What follows belongs to an exercise in optimizing a design on an open flow for small area, a short achievable clock period and few clock cycles per item; a production flow would make more cautious choices.
The RTL was checked by simulation tests, not by an equivalence proof against the original design.

==> v29 <==
Design cg_step_top, start of the top module:
module cg_step_top
(
	input wire clk,
	input wire reset,
	input wire in_valid,
	input wire [127:0] in_elem,
	output logic busy,
	output logic out_valid,
	output logic [63:0] out_elem,
	output logic out_last,
	output logic zero_div
);
	localparam int M = 22;
	localparam int AW = $clog2(M);
	localparam int CW = $clog2(M + 1);
	logic [127:0] mem [M];
	logic [AW-1:0] wr_ptr;
	logic [AW-1:0] rd_ptr;
	logic [CW-1:0] count;
	logic rd_go;
	always_ff @(posedge clk)
	begin
		if (in_valid)
			mem[wr_ptr] <= in_elem;
	end
	logic [2:0] in_cnt;
	logic s0_v;
	logic s0_first;
	logic s0_last;
	logic [31:0] s0_r;
	logic [31:0] s0_p;
	logic [31:0] s0_ap;
	always_ff @(posedge clk)
	begin
		if (reset)
		begin
			in_cnt <= '0;
			s0_v <= 1'b0;
		end
		else
		begin
			if (in_valid)
				in_cnt <= in_cnt + 3'd1;
			s0_v <= in_valid;
		end
	end
	always_ff @(posedge clk)
	begin
		s0_first <= (in_cnt == 3'd0);
		s0_last <= (in_cnt == 3'd7);
		s0_r <= in_elem[95:64];
		s0_p <= in_elem[63:32];
		s0_ap <= in_elem[31:0];
	end
	logic [47:0] rr_s;
	logic [47:0] rr_c;
	logic [47:0] pap_s;
	logic [47:0] pap_c;
	logic [47:0] rr_s_n;
	logic [47:0] rr_c_n;
  ...
clock: 12.0 ns
lec_check: 0
cap_margin: 20
core_margin: 2
core_utilization: 40
slew_margin: 20
run.sh (not shown) runs the stock make flow with config.mk's settings and CLKGATE_MAP_FILE= SYNTH_SCRIPT=/design/flow/synth_recipe.tcl, a recipe that flattens the netlist after the stock synthesis.
==> v25 (differences from v29) <==
--- a/flow/design.v
+++ b/flow/design.v
@@ -2406,72 +2406,55 @@
 	parameter int S = 1
 )
 (
 	input wire clk,
 	input wire reset,
 	input wire start,
 	input wire [31:0] mag_n,
 	input wire [31:0] mag_d,
+	input wire [5:0] lz_n,
+	input wire [5:0] lz_d,
 	input wire negative,
 	input wire zero,
 	input wire take,
 	output logic ready,
 	output logic free,
 	output logic running_next,
 	output logic [5:0] left_next,
 	output logic [31:0] alpha,
 	output logic alpha_zero
 );
 	localparam int K = 2 * S;
-	function automatic logic [5:0] lzc32(input logic [31:0] v);
-		lzc32 = 6'd32;
-		for (int i = 0; i < 32; i++)
-			if (v[i])
-				lzc32 = 6'(31 - i);
-	endfunction
-	logic [5:0] lzn;
-	logic [5:0] lzd;
-	logic [6:0] m;
-	logic [5:0] mu;
-	logic [5:0] steps;
-	logic [1:0] pad;
-	logic none;
-	logic [31:0] an;
-	logic [31:0] rsh;
-	logic [51:0] wsh;
-	logic [31:0] rem0;
+	logic signed [7:0] m;
+	logic [5:0] mm;
+	logic [47:0] num;
+	logic [47:0] rem0;
 	logic [47:0] work0;
 	always_comb
 	begin
-		lzn = lzc32(mag_n);
-		lzd = lzc32(mag_d);
-		m = 7'd17 + {1'b0, lzd} - {1'b0, lzn};
-		none = m[6] || (m == 7'd0);
-		mu = (m[5:0] > 6'd48) ? 6'd48 : m[5:0];
-		steps = '0;
-		for (int v = 1; v <= 48; v++)
-			if (mu == 6'(v))
-				steps = 6'((v + K - 1) / K);
-		pad = (2'd0 - (2'd1 + lzd[1:0] - lzn[1:0])) & 2'(K - 1);
-		an = mag_n << lzn[4:0];
-		rsh = an >> lzd[4:0];
-		wsh = {4'b0, an, 16'b0} << (5'd31 - lzd[4:0]);
-		rem0 = rsh >> ({1'b0, pad} + 3'd1);
-		work0 = 48'(wsh >> pad);
+		m = 8'd17 + {2'b0, lz_d} - {2'b0, lz_n};
+		if (m <= 0)
+			mm = 6'd0;
+		else if (m >= 48)
+			mm = 6'd48;
+		else
+			mm = 6'(((m + K - 1) / K) * K);
+		num = {mag_n, 16'b0};
+		rem0 = num >> mm;
+		work0 = num << (6'd48 - mm);
 	end
 	logic running;
 	logic [5:0] left;
 	logic [47:0] work;
 	logic [31:0] rem;
 	logic [31:0] dvs;
 	logic [33:0] dvs3;
 	logic neg_r;
 	logic zero_r;
-	logic qz_r;
 	assign ready = running && (left == 6'd0);
 	assign free = !running;
 	assign running_next = running && !(ready && take);
 	assign left_next = (left != 6'd0) ? left - 6'd1 : left;
 	logic [31:0] rem_n;
 	logic [47:0] work_n;
 	always_comb
 	begin
@@ -2504,50 +2487,49 @@
 			end
 			else
 			begin
 				work_n = {work_n[45:0], 2'd0};
 				rem_n = trial[31:0];
 			end
 		end
 	end
-	assign alpha = (zero_r || qz_r) ? 32'd0 : (neg_r ? -work[31:0] : work[31:0]);
+	assign alpha = zero_r ? 32'd0 : (neg_r ? -work[31:0] : work[31:0]);
 	assign alpha_zero = zero_r;
 	always_ff @(posedge clk)
 	begin
 		if (reset)
 		begin
 			running <= 1'b0;
 			left <= '0;
 		end
 		else
 		begin
 			if (start)
 			begin
 				running <= 1'b1;
-				left <= none ? 6'd0 : steps;
+				left <= 6'(mm / K);
 			end
 			else
 			begin
 				running <= running_next;
 				left <= left_next;
 			end
 		end
 	end
 	always_ff @(posedge clk)
 	begin
 		if (start)
 		begin
-			rem <= rem0;
+			rem <= rem0[31:0];
 			work <= work0;
 			dvs <= mag_d;
 			dvs3 <= {2'b0, mag_d} + {1'b0, mag_d, 1'b0};
 			neg_r <= negative;
 			zero_r <= zero;
-			qz_r <= none;
 		end
 		else if (running && (left != 6'd0))
 		begin
 			rem <= rem_n;
 			work <= work_n;
 		end
 	end
 endmodule
@@ -3709,38 +3691,44 @@
 	end
 	always_ff @(posedge clk)
 	begin
 		if (reset)
 			dot_done <= 1'b0;
 		else
 			dot_done <= s0_v && s0_last;
 	end
+	function automatic logic [5:0] lzc32(input logic [31:0] v);
+		lzc32 = 6'd32;
+		for (int i = 0; i < 32; i++)
+			if (v[i])
+				lzc32 = 6'(31 - i);
+	endfunction
 	logic [47:0] rr_sum;
 	logic [47:0] rr_dec;
 	logic [47:0] pap_sum;
 	logic [47:0] pap_dec;
-	logic [65:0] pair_in;
+	logic [77:0] pair_in;
 	always_comb
 	begin
 		logic [31:0] ma;
 		logic [31:0] mb;
 		rr_sum = rr_s + rr_c;
 		rr_dec = rr_s + rr_c + 48'hffff_ffff_0000;
 		pap_sum = pap_s + pap_c;
 		pap_dec = pap_s + pap_c + 48'hffff_ffff_0000;
 		ma = rr_sum[47] ? ~rr_dec[47:16] : rr_sum[47:16];
 		mb = pap_sum[47] ? ~pap_dec[47:16] : pap_sum[47:16];
-		pair_in = {rr_sum[47] ^ pap_sum[47], pap_sum[47:16] == 32'd0, ma, mb};
+		pair_in = {lzc32(ma), lzc32(mb), rr_sum[47] ^ pap_sum[47], pap_sum[47:16] == 32'd0, ma, mb};
 	end
-	logic [65:0] pq0;
-	logic [65:0] pq1;
+	logic [77:0] pq0;
+	logic [77:0] pq1;
 	logic [1:0] pq_n;
 	logic pq_pop;
-	logic [65:0] pq_head;
+	logic [77:0] pq_head;
 	assign pq_head = pq0;
 	always_ff @(posedge clk)
 	begin
 		if (pq_pop)
 			pq0 <= (pq_n == 2'd2) ? pq1 : pair_in;
 		else if (pq_n == 2'd0)
 			pq0 <= pair_in;
 		if (dot_done)
@@ -3800,16 +3788,18 @@
 	for (genvar g = 0; g < 2; g++)
 	begin : g_div
 		cg_alpha_divider #(.S(1)) u_div (
 			.clk(clk),
 			.reset(reset),
 			.start(dv_start[g]),
 			.mag_n(pq_head[63:32]),
 			.mag_d(pq_head[31:0]),
+			.lz_n(pq_head[77:72]),
+			.lz_d(pq_head[71:66]),
 			.negative(pq_head[65]),
 			.zero(pq_head[64]),
 			.take(dv_take[g]),
 			.ready(dv_ready[g]),
 			.free(dv_free[g]),
 			.running_next(dv_running_n[g]),
 			.left_next(dv_left_n[g]),
 			.alpha(dv_alpha[g]),
==> results.py <==
metrics = {
    "setup_path": {
        "cp_data_required_time_ns": 12.65,
    },
    "logic_synthesis": {
        "synth-xor-area-share_pct": 5.219,
        "netlist_top_cells_count": "edfxtp_1 (3485), fa_1 (1689), inv_1 (1637), clkbuf_1 (1252), nand2_1 (1192)",
        "synth_compound_area_share_pct": 11.55,
    },
    "run_status": {
        "status": "no timing/DRC/antenna violations",
    },
    "clocking": {
        "cts_buffers": 425,
    },
    "cells_and_area": {
        "syn_to_final_growth_pct": 9.718,
        "fill_cells": 56400,
        "antenna_cells": 74,
    },
    "place": {
        "pre_cts_ws_ns": 5.425,
    },
    "sta": {
        "max_slew_margin_pct": 7.591,
    },
    "routing": {
        "drtPass1Iterations": 8,
    },
    "global_route": {
        "grt_pass1_wl_um": 1166000,
    },
}
-- figures above: v29

==> results.py <==
metrics = {
    "cells_and_area": {
        "fill_cells": 56170,
        "syn_to_final_growth_pct": 9.833,
        "antenna_cells": 51,
    },
    "logic_synthesis": {
        "netlist_top_cells_count": "edfxtp_1 (3507), fa_1 (1689), inv_1 (1667), clkbuf_1 (1215), nand2_1 (1096)",
        "synth_mux_area_share_pct": 8.477,
        "synth_compound_area_share_pct": 11.34,
        "synth-xor-area-share_pct": 5.241,
    },
    "routing": {
        "drtPass1Iterations": 7,
    },
    "sta": {
        "max_slew_margin_pct": 18.10,
    },
    "run_status": {
        "status": "no timing/DRC/antenna violations",
    },
    "setup_path": {
        "cp_data_required_time_ns": 12.67,
    },
}
-- figures above: v25

Testbench counts of v29, summed over its fixed seeds: cycles 1,219, items 128.
Testbench counts of v25, summed over its fixed seeds: cycles 1,219, items 128.


==> build 78 <==
cg_step_top, a different RTL version from the one above (not shown whole).
==> module cg_alpha_divider, before the edit <==
module cg_alpha_divider
(
	input wire clk,
	input wire reset,
	input wire start,
	input wire [31:0] mag_n,
	input wire [31:0] mag_d,
	input wire negative,
	input wire zero,
	input wire take,
	output logic ready,
	output logic free,
	output logic running_next,
	output logic [5:0] left_next,
	output logic [31:0] alpha,
	output logic alpha_zero
);
	localparam int K = 3;
	function automatic logic [5:0] lzc32(input logic [31:0] v);
		lzc32 = 6'd32;
		for (int i = 0; i < 32; i++)
			if (v[i])
				lzc32 = 6'(31 - i);
	endfunction
	function automatic logic [1:0] mod3(input logic [5:0] v);
		mod3 = '0;
		for (int i = 0; i < 64; i++)
			if (v == 6'(i))
				mod3 = 2'(i % 3);
	endfunction
	logic [5:0] lzn;
	logic [5:0] lzd;
	logic [6:0] m;
	logic [1:0] pad;
	logic [31:0] an;
	logic [31:0] rsh;
	logic [51:0] wsh;
	logic [31:0] rem0;
	logic [47:0] work0;
	always_comb
	begin
		lzn = lzc32(mag_n);
		lzd = lzc32(mag_d);
		m = 7'd17 + {1'b0, lzd} - {1'b0, lzn};
		pad = '0;
		for (int a = 0; a < 3; a++)
			for (int b = 0; b < 3; b++)
				if (mod3(lzd) == 2'(a) && mod3(lzn) == 2'(b))
					pad = 2'((3 - ((17 + a + 3 - b) % 3)) % 3);
		an = mag_n << lzn[4:0];
		rsh = an >> lzd[4:0];
		wsh = {4'b0, an, 16'b0} << (5'd31 - lzd[4:0]);
		rem0 = rsh >> ({1'b0, pad} + 3'd1);
		work0 = 48'(wsh >> pad);
	end
	logic running;
	logic [5:0] left;
	logic [47:0] work;
	logic [31:0] rem;
	logic [31:0] dvs;
	logic [33:0] dvs3;
	logic [34:0] dvs5;
	logic [34:0] dvs7;
	logic neg_r;
	logic zero_r;
	logic [6:0] m_r;
	logic first;
	logic [5:0] steps;
	logic none;
	always_comb
	begin
		none = m_r[6] || (m_r == 7'd0);
		steps = '0;
		for (int v = 1; v <= 49; v++)
			if (m_r[5:0] == 6'(v))
				steps = 6'((v + K - 1) / K);
		if (none)
			steps = '0;
	end
	logic [31:0] rem_n;
	logic [47:0] work_n;
	always_comb
	begin
		logic [34:0] trial;
		logic [35:0] dk [8];
		logic [7:0] ge;
		trial = {rem, work[47:45]};
		dk[0] = {1'b0, trial};
		dk[1] = {1'b0, trial} - {4'b0, dvs};
		dk[2] = {1'b0, trial} - {3'b0, dvs, 1'b0};
		dk[3] = {1'b0, trial} - {2'b0, dvs3};
		dk[4] = {1'b0, trial} - {2'b0, dvs, 2'b0};
		dk[5] = {1'b0, trial} - {1'b0, dvs5};
		dk[6] = {1'b0, trial} - {1'b0, dvs3, 1'b0};
		dk[7] = {1'b0, trial} - {1'b0, dvs7};
		for (int k = 0; k < 8; k++)
			ge[k] = !dk[k][35];
		rem_n = rem;
		work_n = {work[44:0], 3'd0};
		for (int k = 0; k < 8; k++)
			if (ge[k] && (k == 7 || !ge[(k == 7) ? 7 : k + 1]))
			begin
				rem_n = dk[k][31:0];
				work_n = {work[44:0], 3'(k)};
			end
	end
	logic [31:0] alpha_r;
	logic zero_o;
	logic rvalid;
	logic done;
	logic finish;
	logic [31:0] alpha_c;
	assign done = running && !first && (left == 6'd0);
	assign alpha_c = (zero_r || none) ? 32'd0 : (neg_r ? -work[31:0] : work[31:0]);
	assign finish = done && (!rvalid || take);
	assign ready = rvalid || done;
	assign free = !running || finish;
	assign alpha = rvalid ? alpha_r : alpha_c;
	assign alpha_zero = rvalid ? zero_o : zero_r;
	logic rvalid_next;
	logic [5:0] lw_next;
	assign rvalid_next = rvalid ? (!take || done) : (done && !take);
	assign lw_next = first ? ((steps != 6'd0) ? steps - 6'd1 : 6'd0) :
		((left != 6'd0) ? left - 6'd1 : left);
	assign running_next = rvalid_next || (running && !finish);
	assign left_next = rvalid_next ? 6'd0 : lw_next;
	always_ff @(posedge clk)
	begin
		if (reset)
		begin
			running <= 1'b0;
			rvalid <= 1'b0;
			left <= '0;
			first <= 1'b0;
		end
		else
		begin
			rvalid <= rvalid_next;
			first <= start;
			if (start)
				running <= 1'b1;
			else if (finish)
				running <= 1'b0;
			left <= lw_next;
		end
	end
	always_ff @(posedge clk)
	begin
		if (start)
		begin
			rem <= rem0;
			work <= work0;
			dvs <= mag_d;
			dvs3 <= {2'b0, mag_d} + {1'b0, mag_d, 1'b0};
			dvs5 <= {3'b0, mag_d} + {1'b0, mag_d, 2'b0};
			dvs7 <= {mag_d, 3'b0} - {3'b0, mag_d};
			neg_r <= negative;
			zero_r <= zero;
			m_r <= m;
		end
		else if (running && (first || (left != 6'd0)))
		begin
			rem <= rem_n;
			work <= work_n;
		end
		if (finish)
		begin
			alpha_r <= alpha_c;
			zero_o <= zero_r;
		end
	end
endmodule
==> flow/config.mk <==
export PLATFORM = sky130hd
export DESIGN_NAME = cg_step_top
export DESIGN_NICKNAME = cg_step_top
export VERILOG_FILES = /design/flow/design.v
export SDC_FILE = /design/flow/constraint.sdc
export NUM_CORES = 4
export LEC_CHECK = 0
export CAP_MARGIN = 20
export CORE_MARGIN = 2
export CORE_UTILIZATION = 40
export SLEW_MARGIN = 20
==> flow/constraint.sdc <==
create_clock -name core_clock -period 12.0 [get_ports {clk}]
set_input_delay 2.4000 -clock core_clock [delete_from_list [all_inputs] [get_ports {clk}]]
set_output_delay 2.4000 -clock core_clock [all_outputs]
set_load 0.01 [all_outputs]
standard.sh (not shown) runs the stock make flow with config.mk's settings and CLKGATE_MAP_FILE= SYNTH_SCRIPT=/design/flow/synth_recipe.tcl, a recipe that flattens the netlist after the stock synthesis.
==> flow/flow/run.sh <==
#!/bin/bash
set -euo pipefail
bash standard.sh SETUP_SLACK_MARGIN=6.5 finish > layout.log 2>&1
==> build 65: changes against build 78 <==
--- a/flow/design.v
+++ b/flow/design.v
@@ -2411,8 +2411,52 @@
 	localparam int K = 3;
 	function automatic logic [5:0] lzc32(input logic [31:0] v);
-		lzc32 = 6'd32;
-		for (int i = 0; i < 32; i++)
-			if (v[i])
-				lzc32 = 6'(31 - i);
+		logic [15:0] v1;
+		logic [15:0] p1;
+		logic [7:0] v2;
+		logic [15:0] p2;
+		logic [3:0] v3;
+		logic [11:0] p3;
+		logic [1:0] v4;
+		logic [7:0] p4;
+		logic [4:0] p5;
+		for (int i = 0; i < 16; i++)
+		begin
+			v1[i] = v[2 * i + 1] | v[2 * i];
+			p1[i] = !v[2 * i + 1];
+		end
+		for (int i = 0; i < 8; i++)
+		begin
+			v2[i] = v1[2 * i + 1] | v1[2 * i];
+			p2[2 * i +: 2] = v1[2 * i + 1] ? {1'b0, p1[2 * i + 1]} : {1'b1, p1[2 * i]};
+		end
+		for (int i = 0; i < 4; i++)
+		begin
+			v3[i] = v2[2 * i + 1] | v2[2 * i];
+			p3[3 * i +: 3] = v2[2 * i + 1] ? {1'b0, p2[2 * (2 * i + 1) +: 2]} :
+				{1'b1, p2[2 * (2 * i) +: 2]};
+		end
+		for (int i = 0; i < 2; i++)
+		begin
+			v4[i] = v3[2 * i + 1] | v3[2 * i];
+			p4[4 * i +: 4] = v3[2 * i + 1] ? {1'b0, p3[3 * (2 * i + 1) +: 3]} :
+				{1'b1, p3[3 * (2 * i) +: 3]};
+		end
+		p5 = v4[1] ? {1'b0, p4[7:4]} : {1'b1, p4[3:0]};
+		lzc32 = (v4[1] | v4[0]) ? {1'b0, p5} : 6'd32;
+	endfunction
+	function automatic logic [31:0] norm32(input logic [31:0] v);
+		logic [31:0] x;
+		x = v;
+		if (x[31:16] == 16'd0)
+			x = x << 16;
+		if (x[31:24] == 8'd0)
+			x = x << 8;
+		if (x[31:28] == 4'd0)
+			x = x << 4;
+		if (x[31:30] == 2'd0)
+			x = x << 2;
+		if (x[31] == 1'b0)
+			x = x << 1;
+		norm32 = x;
 	endfunction
 	function automatic logic [1:0] mod3(input logic [5:0] v);
@@ -2441,5 +2485,5 @@
 				if (mod3(lzd) == 2'(a) && mod3(lzn) == 2'(b))
 					pad = 2'((3 - ((17 + a + 3 - b) % 3)) % 3);
-		an = mag_n << lzn[4:0];
+		an = norm32(mag_n);
 		rsh = an >> lzd[4:0];
 		wsh = {4'b0, an, 16'b0} << (5'd31 - lzd[4:0]);
==> flow/flow/run.sh (replaced) <==
#!/bin/bash
set -euo pipefail
bash standard.sh SETUP_SLACK_MARGIN=7.0 finish > layout.log 2>&1
==> metrics.md <==
| Metric | Value |
|---|---|
| Status | `no timing/DRC/antenna violations` |
| CP required | `12.65 ns` |
| Synth top area share | `0.3907` |
| Die H | `745.8 µm` |
| Vias in the first global route | `149,577` |
| Share of layout cells above drive strength 1 | `0.1223` |
| Setup ws final | `6.606 ns` |
| Vias per cell | `5.887` |
| Fraction of the mapped netlist area in simple logic gates | `0.06158` |
| CP Depth | `17` |
-- figures above: build 78

==> metrics.md <==
| Metric | Value |
|---|---|
| Status | `no timing/DRC/antenna violations` |
| CP required | `12.73 ns` |
| Vias per cell | `approximately 5.9` |
| Vias in the first global route | `between 100k and 150k` |
| CP Depth | `24` |
| Share of layout cells above drive strength 1 | `0.1544` |
| Synth top area share | `0.3907` |
-- figures above: build 65

Testbench counts of build 78, summed over its fixed seeds: cycles 1,197, items 128.
Testbench counts of build 65, summed over its fixed seeds: cycles 1,197, items 128.

## port drivers added, routing unchanged
The results above use ideal ports. As a check the final layouts listed here were re-extracted and re-timed, cells and wires unchanged. Step 1: set_driving_cell puts a clkbuf_16 on clk and a buf_2 on each other input, an assumption about the parent block. Step 2 also shifts input and output timing later by t, the mid clock arrival at the registers, as if the neighbouring blocks saw the same clock. Three values: no drivers, after step 1, after step 2; two values: the first two.
run | shift t [ns] | slack for setup (ns) | clock arrival spread, ns | worst slew at a driven data input, ns
v29 | 1.143 | 5.214 / 5.214 / 5.214 | 0.186 / 0.187 | 0.24
v25 | 1.153 | 5.639 / 5.639 / 5.630 | 0.167 / 0.168 | 0.26
build 78 | 1.102 | 6.606 / 6.606 / 5.504 | 0.119 / 0.119 | 0.31
build 65 | 1.134 | 6.758 / 6.758 / 6.111 | 0.119 / 0.119 | 0.36
After both steps every run listed still meets setup and hold. The setup slack of build 78, which loses most, moves by 0.000 ns with the drivers and by -1.102 ns with both steps.
